Source: an optimization exercise on an open RTL-to-GDS flow (aim: small area and few clock cycles). Production flows keep margins and buffers that such runs may drop. RTL that was checked went through simulation tests only; none was proved equivalent to the original. No activity file was given, so power comes from the tool's default toggle rates.

==> job 1610 <==
==> flow/design.v <==
`timescale 1ns / 1ps
package mte_pkg;
  localparam int POS_BITS = 32;
  localparam int MIN_LEN_BITS = 8;
  localparam logic [MIN_LEN_BITS-1:0] MIN_LEN_RESET = MIN_LEN_BITS'(32);
  localparam logic MODE_MATCH     = 1'b0;
  localparam logic MODE_BLOCK_END = 1'b1;
  typedef logic [POS_BITS-1:0] pos_t;
  typedef struct packed {
    logic        mode;
    logic [31:0] dest_pos;
    logic [31:0] src_pos;
    logic [31:0] match_len;
    logic [31:0] block_len;
  } item_t;
  typedef struct packed {
    logic        is_block_end;
    logic [31:0] literal_start;
    logic [31:0] literal_len;
    logic [31:0] src_offset;
    logic [31:0] kept_len;
    logic [31:0] block_unmatched;
    logic [31:0] block_matched;
    logic [31:0] block_overlap;
  } token_t;
  typedef struct packed {
    pos_t cursor;
    pos_t unmatched_count;
    pos_t matched_count;
    pos_t overlap_count;
  } state_t;
endpackage
`timescale 1ns / 1ps
module mte_add #(
  parameter int W = 32
) (
  input  logic [W-1:0] a,
  input  logic [W-1:0] b,
  input  logic         ci,
  output logic [W-1:0] s,
  output logic         co
);
  localparam int N = W + 1;
  localparam int L = 6;   
  logic [N-1:0] p, g;
  logic [N-1:0] gg [0:L];
  logic [N-1:0] pp [0:L];
  assign p = {a ^ b, 1'b0};
  assign g = {a & b, ci};
  assign gg[0] = g;
  assign pp[0] = p;
  for (genvar l = 0; l < L; l++) begin : g_lvl
    for (genvar i = 0; i < N; i++) begin : g_bit
      if ((i >> l) % 2 == 1) begin : g_op
        localparam int J = ((i >> l) << l) - 1;
        assign gg[l+1][i] = gg[l][i] | (pp[l][i] & gg[l][J]);
        assign pp[l+1][i] = pp[l][i] & pp[l][J];
      end else begin : g_pass
        assign gg[l+1][i] = gg[l][i];
        assign pp[l+1][i] = pp[l][i];
      end
    end
  end
  assign s  = p[N-1:1] ^ gg[L][N-2:0];
  assign co = gg[L][N-1];
endmodule
module mte_step (
  input  mte_pkg::item_t                        item,
  input  mte_pkg::state_t                       state,
  input  logic [mte_pkg::MIN_LEN_BITS-1:0]      min_len,
  output logic                                  emit,
  output mte_pkg::token_t                       token,
  output mte_pkg::state_t                       state_next
);
  logic        mode;
  logic [31:0] d, s, len, x, c;
  logic [31:0] t, lit, kb, kept, s_back, s_kept, unm_t, unm, ov_op, m_sum, o_sum, e;
  logic        ahead, behind, kneg, e_co, keep, keep_b, keep_a;
  assign mode = item.mode;
  assign d    = item.dest_pos;
  assign s    = item.src_pos;
  assign len  = item.match_len;
  assign c    = state.cursor;
  assign x    = mode ? item.block_len : d;
  mte_add #(32) u_t (.a(x), .b(~c), .ci(1'b1), .s(t), .co(ahead));
  assign behind = !ahead;
  assign lit    = behind ? 32'd0 : t;
  logic [32:0] ka, kc, kf;
  assign ka = {1'b0, d} ^ {1'b0, len} ^ {1'b1, ~c};
  assign kc = ({1'b0, d} & {1'b0, len}) | ({1'b0, d} & {1'b1, ~c}) | ({1'b0, len} & {1'b1, ~c});
  mte_add #(33) u_k (.a(ka), .b({kc[31:0], 1'b1}), .ci(1'b0), .s(kf), .co());
  assign kb   = kf[31:0];
  logic [7:0]  thr;
  logic [33:0] za, zb, zc, zs;
  assign thr = min_len | {7'd0, ~|min_len};
  assign za  = {1'b1, ka};
  assign zb  = {kc, 1'b1};
  assign zc  = {26'h3FF_FFFF, ~thr};
  mte_add #(34) u_z (.a(za ^ zb ^ zc), .b({((za & zb) | (za & zc) | (zb & zc)), 1'b1}),
                     .ci(1'b0), .s(zs), .co());
  assign keep_b = !zs[33];
  assign keep_a = (|len[31:8]) || (len[7:0] >= min_len);
  assign keep   = behind ? keep_b : keep_a;
  assign emit   = mode || keep;
  assign kept   = behind ? kb : len;
  mte_add #(32) u_s (.a(s), .b(~t), .ci(1'b1), .s(s_back), .co());
  assign s_kept = behind ? s_back : s;
  mte_add #(32) u_u (.a(state.unmatched_count), .b(t), .ci(1'b0), .s(unm_t), .co());
  assign unm = behind ? state.unmatched_count : unm_t;
  mte_add #(32) u_m (.a(state.matched_count), .b(kept), .ci(1'b0), .s(m_sum), .co());
  assign ov_op = keep ? (behind ? ~t : 32'd0) : len;
  mte_add #(32) u_o (.a(state.overlap_count), .b(ov_op), .ci(keep && behind), .s(o_sum), .co());
  mte_add #(32) u_e (.a(d), .b(len), .ci(1'b0), .s(e), .co(e_co));
  always_comb begin
    token                 = '0;
    token.is_block_end    = mode;
    token.literal_start   = c;
    token.literal_len     = lit;
    token.src_offset      = mode ? 32'd0 : s_kept;
    token.kept_len        = mode ? 32'd0 : kept;
    token.block_unmatched = mode ? unm : 32'd0;
    token.block_matched   = mode ? state.matched_count : 32'd0;
    token.block_overlap   = mode ? state.overlap_count : 32'd0;
    state_next = state;
    state_next.overlap_count = o_sum;
    if (keep) begin
      state_next.cursor          = e_co ? 32'hFFFF_FFFF : e;
      state_next.matched_count   = m_sum;
      state_next.unmatched_count = unm;
    end
    if (mode) state_next = '0;
  end
endmodule
`timescale 1ns / 1ps
module match_token_emitter (
  input  logic                              clk,
  input  logic                              rst,
  input  logic                              item_valid,
  output logic                              item_ready,
  input  mte_pkg::item_t                    item,
  output logic                              token_valid,
  input  logic                              token_ready,
  output mte_pkg::token_t                   token,
  input  logic                              cfg_valid,
  output logic                              cfg_ready,
  input  logic [mte_pkg::MIN_LEN_BITS-1:0]  cfg_min_match_len
);
  logic [mte_pkg::MIN_LEN_BITS-1:0] min_len;
  mte_pkg::state_t                  state;
  mte_pkg::state_t                  state_next;
  logic                             emit;
  assign cfg_ready   = 1'b1;
  assign item_ready  = token_ready || !emit;
  assign token_valid = item_valid && token_ready && emit;
  always_ff @(posedge clk) begin
    if (rst) begin
      min_len <= mte_pkg::MIN_LEN_RESET;
    end else if (cfg_valid && cfg_ready) begin
      min_len <= cfg_min_match_len;
    end
  end
  mte_step u_step (
    .item       (item),
    .state      (state),
    .min_len    (min_len),
    .emit       (emit),
    .token      (token),
    .state_next (state_next)
  );
  always_ff @(posedge clk) begin
    if (rst) begin
      state <= '0;
    end else if (item_valid && item_ready) begin
      state <= state_next;
    end
  end
endmodule
==> flow/flow/run.sh <==
#!/bin/bash
# The standard layout, with the input and output port buffers made from the
# smallest buffer cell (buf_1) instead of the cell buffer_ports picks itself.
# Each tool's full output goes to the log of its step under orfs/logs/, and
# make's own output to standard.log in this folder.
set -euo pipefail
bash standard.sh "BUFFER_PORTS_ARGS=-buffer_cell sky130_fd_sc_hd__buf_1" finish > standard.log 2>&1
==> flow/standard.sh <==
#!/bin/bash
# synth_recipe.tcl (not shown) runs the flow's synth.tcl, then flattens the netlist and writes it again
# the make line also repeats each setting of config.mk as NAME=value (left out here)
make -C /OpenROAD-flow-scripts/flow DESIGN_CONFIG=/design/flow/config.mk WORK_HOME=/design/flow/orfs CLKGATE_MAP_FILE= SYNTH_SCRIPT=/design/flow/synth_recipe.tcl "${@:-finish}"
==> flow/config.mk <==
export PLATFORM = sky130hd
export DESIGN_NAME = match_token_emitter
export DESIGN_NICKNAME = match_token_emitter
export VERILOG_FILES = /design/flow/design.v
export SDC_FILE = /design/flow/constraint.sdc
export NUM_CORES = 4
export LEC_CHECK = 0
export CAP_MARGIN = 20
export CORE_MARGIN = 2
export CORE_UTILIZATION = 65
export SLEW_MARGIN = 20
==> flow/constraint.sdc <==
create_clock -name core_clock -period 10.0 [get_ports {clk}]
set_input_delay 2.0000 -clock core_clock [delete_from_list [all_inputs] [get_ports {clk}]]
set_output_delay 2.0000 -clock core_clock [all_outputs]
set_load 0.01 [all_outputs]
==> inputs of job 8243, as changes to job 1610 <==
--- a/flow/design.v
+++ b/flow/design.v
@@ -74,8 +74,9 @@
 );
   logic        mode;
   logic [31:0] d, s, len, x, c;
-  logic [31:0] t, lit, kb, kept, s_back, s_kept, unm_t, unm, ov_op, m_sum, o_sum, e;
+  logic [31:0] t, lit, kb, kept, s_back, s_kept, unm, ov_op, m_sum, o_sum, e;
   logic        ahead, behind, kneg, e_co, keep, keep_b, keep_a;
+  logic [7:0]  thr;
   assign mode = item.mode;
   assign d    = item.dest_pos;
   assign s    = item.src_pos;
@@ -90,23 +91,16 @@
   assign kc = ({1'b0, d} & {1'b0, len}) | ({1'b0, d} & {1'b1, ~c}) | ({1'b0, len} & {1'b1, ~c});
   mte_add #(33) u_k (.a(ka), .b({kc[31:0], 1'b1}), .ci(1'b0), .s(kf), .co());
   assign kb   = kf[31:0];
-  logic [7:0]  thr;
-  logic [33:0] za, zb, zc, zs;
-  assign thr = min_len | {7'd0, ~|min_len};
-  assign za  = {1'b1, ka};
-  assign zb  = {kc, 1'b1};
-  assign zc  = {26'h3FF_FFFF, ~thr};
-  mte_add #(34) u_z (.a(za ^ zb ^ zc), .b({((za & zb) | (za & zc) | (zb & zc)), 1'b1}),
-                     .ci(1'b0), .s(zs), .co());
-  assign keep_b = !zs[33];
+  assign kneg = kf[32];
+  assign thr    = min_len | {7'd0, ~|min_len};
+  assign keep_b = !kneg && ((|kb[31:8]) || (kb[7:0] >= thr));
   assign keep_a = (|len[31:8]) || (len[7:0] >= min_len);
   assign keep   = behind ? keep_b : keep_a;
   assign emit   = mode || keep;
   assign kept   = behind ? kb : len;
   mte_add #(32) u_s (.a(s), .b(~t), .ci(1'b1), .s(s_back), .co());
   assign s_kept = behind ? s_back : s;
-  mte_add #(32) u_u (.a(state.unmatched_count), .b(t), .ci(1'b0), .s(unm_t), .co());
-  assign unm = behind ? state.unmatched_count : unm_t;
+  mte_add #(32) u_u (.a(state.unmatched_count), .b(lit), .ci(1'b0), .s(unm), .co());
   mte_add #(32) u_m (.a(state.matched_count), .b(kept), .ci(1'b0), .s(m_sum), .co());
   assign ov_op = keep ? (behind ? ~t : 32'd0) : len;
   mte_add #(32) u_o (.a(state.overlap_count), .b(ov_op), .ci(keep && behind), .s(o_sum), .co());
--- a/flow/config.mk
+++ b/flow/config.mk
@@ -5,7 +5,8 @@
 export SDC_FILE = /design/flow/constraint.sdc
 export NUM_CORES = 4
 export LEC_CHECK = 0
+export ABC_AREA = 1
 export CAP_MARGIN = 20
 export CORE_MARGIN = 2
-export CORE_UTILIZATION = 65
+export CORE_UTILIZATION = 40
 export SLEW_MARGIN = 20
==> inputs of job 8204, as changes to job 1610 <==
--- a/flow/design.v
+++ b/flow/design.v
@@ -32,7 +32,8 @@
 endpackage
 `timescale 1ns / 1ps
 module mte_add #(
-  parameter int W = 32
+  parameter int W  = 32,
+  parameter int BK = 0
 ) (
   input  logic [W-1:0] a,
   input  logic [W-1:0] b,
@@ -42,32 +43,50 @@
 );
   localparam int N = W + 1;
   localparam int L = 6;   
-  logic [N-1:0] p, g;
-  logic [N-1:0] gg [0:L];
-  logic [N-1:0] pp [0:L];
+  logic [N-1:0] p, g, cy;
   assign p = {a ^ b, 1'b0};
   assign g = {a & b, ci};
-  assign gg[0] = g;
-  assign pp[0] = p;
-  for (genvar l = 0; l < L; l++) begin : g_lvl
-    for (genvar i = 0; i < N; i++) begin : g_bit
-      if ((i >> l) % 2 == 1) begin : g_op
-        localparam int J = ((i >> l) << l) - 1;
-        assign gg[l+1][i] = gg[l][i] | (pp[l][i] & gg[l][J]);
-        assign pp[l+1][i] = pp[l][i] & pp[l][J];
-      end else begin : g_pass
-        assign gg[l+1][i] = gg[l][i];
-        assign pp[l+1][i] = pp[l][i];
+  always_comb begin
+    logic [N-1:0] gx, px;
+    gx = g;
+    px = p;
+    if (BK == 0) begin
+      for (int l = 0; l < L; l++) begin
+        for (int i = N - 1; i >= 0; i--) begin
+          if ((i >> l) % 2 == 1) begin
+            gx[i] = gx[i] | (px[i] & gx[((i >> l) << l) - 1]);
+            px[i] = px[i] & px[((i >> l) << l) - 1];
+          end
+        end
+      end
+    end else begin
+      for (int l = 0; l < L; l++) begin
+        for (int i = N - 1; i >= 0; i--) begin
+          if ((i + 1) % (2 << l) == 0) begin
+            gx[i] = gx[i] | (px[i] & gx[i - (1 << l)]);
+            px[i] = px[i] & px[i - (1 << l)];
+          end
+        end
+      end
+      for (int l = L - 2; l >= 0; l--) begin
+        for (int i = N - 1; i >= 0; i--) begin
+          if ((i + 1) % (2 << l) == (1 << l) && i >= (2 << l)) begin
+            gx[i] = gx[i] | (px[i] & gx[i - (1 << l)]);
+            px[i] = px[i] & px[i - (1 << l)];
+          end
+        end
       end
     end
+    cy = gx;
   end
-  assign s  = p[N-1:1] ^ gg[L][N-2:0];
-  assign co = gg[L][N-1];
+  assign s  = p[N-1:1] ^ cy[N-2:0];
+  assign co = cy[N-1];
 endmodule
 module mte_step (
   input  mte_pkg::item_t                        item,
   input  mte_pkg::state_t                       state,
   input  logic [mte_pkg::MIN_LEN_BITS-1:0]      min_len,
+  input  logic                                  take,
   output logic                                  emit,
   output mte_pkg::token_t                       token,
   output mte_pkg::state_t                       state_next
@@ -75,7 +94,9 @@
   logic        mode;
   logic [31:0] d, s, len, x, c;
   logic [31:0] t, lit, kb, kept, s_back, s_kept, unm_t, unm, ov_op, m_sum, o_sum, e;
-  logic        ahead, behind, kneg, e_co, keep, keep_b, keep_a;
+  logic        ahead, behind, kneg, e_co, keep, keep_b, keep_a, grow, add_m;
+  logic [31:0] m_op;
+  logic [7:0]  thr;
   assign mode = item.mode;
   assign d    = item.dest_pos;
   assign s    = item.src_pos;
@@ -90,27 +111,24 @@
   assign kc = ({1'b0, d} & {1'b0, len}) | ({1'b0, d} & {1'b1, ~c}) | ({1'b0, len} & {1'b1, ~c});
   mte_add #(33) u_k (.a(ka), .b({kc[31:0], 1'b1}), .ci(1'b0), .s(kf), .co());
   assign kb   = kf[31:0];
-  logic [7:0]  thr;
-  logic [33:0] za, zb, zc, zs;
-  assign thr = min_len | {7'd0, ~|min_len};
-  assign za  = {1'b1, ka};
-  assign zb  = {kc, 1'b1};
-  assign zc  = {26'h3FF_FFFF, ~thr};
-  mte_add #(34) u_z (.a(za ^ zb ^ zc), .b({((za & zb) | (za & zc) | (zb & zc)), 1'b1}),
-                     .ci(1'b0), .s(zs), .co());
-  assign keep_b = !zs[33];
+  assign kneg = kf[32];
+  assign thr    = min_len | {7'd0, ~|min_len};
+  assign keep_b = !kneg && ((|kb[31:8]) || (kb[7:0] >= thr));
   assign keep_a = (|len[31:8]) || (len[7:0] >= min_len);
   assign keep   = behind ? keep_b : keep_a;
   assign emit   = mode || keep;
   assign kept   = behind ? kb : len;
-  mte_add #(32) u_s (.a(s), .b(~t), .ci(1'b1), .s(s_back), .co());
+  mte_add #(32, 1) u_s (.a(s), .b(~t), .ci(1'b1), .s(s_back), .co());
   assign s_kept = behind ? s_back : s;
-  mte_add #(32) u_u (.a(state.unmatched_count), .b(t), .ci(1'b0), .s(unm_t), .co());
+  mte_add #(32, 1) u_u (.a(state.unmatched_count), .b(t), .ci(1'b0), .s(unm_t), .co());
   assign unm = behind ? state.unmatched_count : unm_t;
-  mte_add #(32) u_m (.a(state.matched_count), .b(kept), .ci(1'b0), .s(m_sum), .co());
-  assign ov_op = keep ? (behind ? ~t : 32'd0) : len;
-  mte_add #(32) u_o (.a(state.overlap_count), .b(ov_op), .ci(keep && behind), .s(o_sum), .co());
-  mte_add #(32) u_e (.a(d), .b(len), .ci(1'b0), .s(e), .co(e_co));
+  assign grow  = take && !mode;
+  assign add_m = grow && keep;
+  assign m_op  = add_m ? kept : 32'd0;
+  mte_add #(32, 1) u_m (.a(state.matched_count), .b(m_op), .ci(1'b0), .s(m_sum), .co());
+  assign ov_op = !grow ? 32'd0 : keep ? (behind ? ~t : 32'd0) : len;
+  mte_add #(32, 1) u_o (.a(state.overlap_count), .b(ov_op), .ci(add_m && behind), .s(o_sum), .co());
+  mte_add #(32, 1) u_e (.a(d), .b(len), .ci(1'b0), .s(e), .co(e_co));
   always_comb begin
     token                 = '0;
     token.is_block_end    = mode;
@@ -121,14 +139,14 @@
     token.block_unmatched = mode ? unm : 32'd0;
     token.block_matched   = mode ? state.matched_count : 32'd0;
     token.block_overlap   = mode ? state.overlap_count : 32'd0;
-    state_next = state;
+    state_next               = state;
     state_next.overlap_count = o_sum;
-    if (keep) begin
+    state_next.matched_count = m_sum;
+    if (add_m) begin
       state_next.cursor          = e_co ? 32'hFFFF_FFFF : e;
-      state_next.matched_count   = m_sum;
       state_next.unmatched_count = unm;
     end
-    if (mode) state_next = '0;
+    if (take && mode) state_next = '0;
   end
 endmodule
 `timescale 1ns / 1ps
@@ -163,6 +181,7 @@
     .item       (item),
     .state      (state),
     .min_len    (min_len),
+    .take       (item_valid && item_ready),
     .emit       (emit),
     .token      (token),
     .state_next (state_next)
@@ -170,7 +189,7 @@
   always_ff @(posedge clk) begin
     if (rst) begin
       state <= '0;
-    end else if (item_valid && item_ready) begin
+    end else begin
       state <= state_next;
     end
   end
==> flow/flow/run.sh (replaced) <==
#!/bin/bash
# The standard layout, with two changes: the input and output port buffers
# are made from the smallest buffer cell (buf_1) instead of the cell
# buffer_ports picks itself, and synthesis leaves the adders to abc instead
# of mapping them onto the library's full- and half-adder cells first
# (ADDER_MAP_FILE empty). Registers come out of synthesis as in the standard
# flow. Each tool's full output goes to the log of its step under orfs/logs/,
# and make's own output to standard.log in this folder.
set -euo pipefail
bash standard.sh "BUFFER_PORTS_ARGS=-buffer_cell sky130_fd_sc_hd__buf_1" "ADDER_MAP_FILE=" finish > standard.log 2>&1
--- a/flow/config.mk
+++ b/flow/config.mk
@@ -5,6 +5,7 @@
 export SDC_FILE = /design/flow/constraint.sdc
 export NUM_CORES = 4
 export LEC_CHECK = 0
+export ABC_AREA = 1
 export CAP_MARGIN = 20
 export CORE_MARGIN = 2
 export CORE_UTILIZATION = 65
==> summary.txt <==
Finished Cell Area 19900 um^2; outcome complete, no violations; vias in the first global route 20.5k; Mapped Cells roughly 3.5k; syn nets roughly 3.6k; Critical Path Sink token[158]; mux contribution to synthesized area 0.00278; largest net degree at the start of global routing between 100 and 150; met2 wire len 26.3 mm; Crit Path Max Fanout 31; Internal roughly 1.4 mW; switching portion of total power 0.459; Synth area leader nand2_1
# the run above: job 8204

==> summary.txt <==
Synth area leader ha_1; Mapped Cells about 2.6k; outcome complete, no violations; Finished Cell Area 21400 um^2; largest net degree at the start of global routing between 100 and 150; Critical Path Sink token[158]; Internal 1.65 mW; met2 wire len 28.6 mm; vias in the first global route 19.1k; Crit Path Max Fanout 77
# the run above: job 1610

==> summary.txt <==
outcome complete, no violations; met2 wire len approximately 30 mm; switching portion of total power 0.475; vias in the first global route between 15k and 20k; Internal between 1.5 and 2 mW; Finished Cell Area around 21000 um^2; Critical Path Sink token[95]; syn nets 3406; mux contribution to synthesized area 0; Mapped Cells just under 3k; largest net degree at the start of global routing between 70 and 80
# the run above: job 8243

Testbench counts of job 8243, summed over its fixed seeds: cycles 24,000.
Only the layout flow was run in job 1610 and job 8204; the RTL was not checked for function there.

## afterwards: timing with drivers on the ports
Ports are ideal in the flow. The routed layouts listed here were re-timed in OpenROAD.
Step 1: set_driving_cell puts a clkbuf_16 on clk and a buf_2 on each other input, an assumption about the parent block.
Step 2 times the ports against the registers' clock, not the clock port: input delays grow and output delays shrink by t, the midpoint of the rising clock arrivals with the driver on.
a / b / c = no drivers / after step 1 / after step 2; a / b = the first two.
run | t, ns | setup slack, ns | worst register clock-pin slew, ns | worst slew at a driven data input, ns
job 1610 | 0.495 | 0.274 / 0.239 / 0.239 | 0.08 / 0.08 | 0.10
job 8243 | 0.555 | 0.560 / 0.521 / 0.521 | 0.07 / 0.07 | 0.10
job 8204 | 0.493 | 0.859 / 0.829 / 0.829 | 0.08 / 0.08 | 0.10
After both steps setup and hold are still met in every run listed. For job 8243, which loses most, drivers alone change the setup slack by -0.039 ns; drivers and shift together by -0.039 ns.
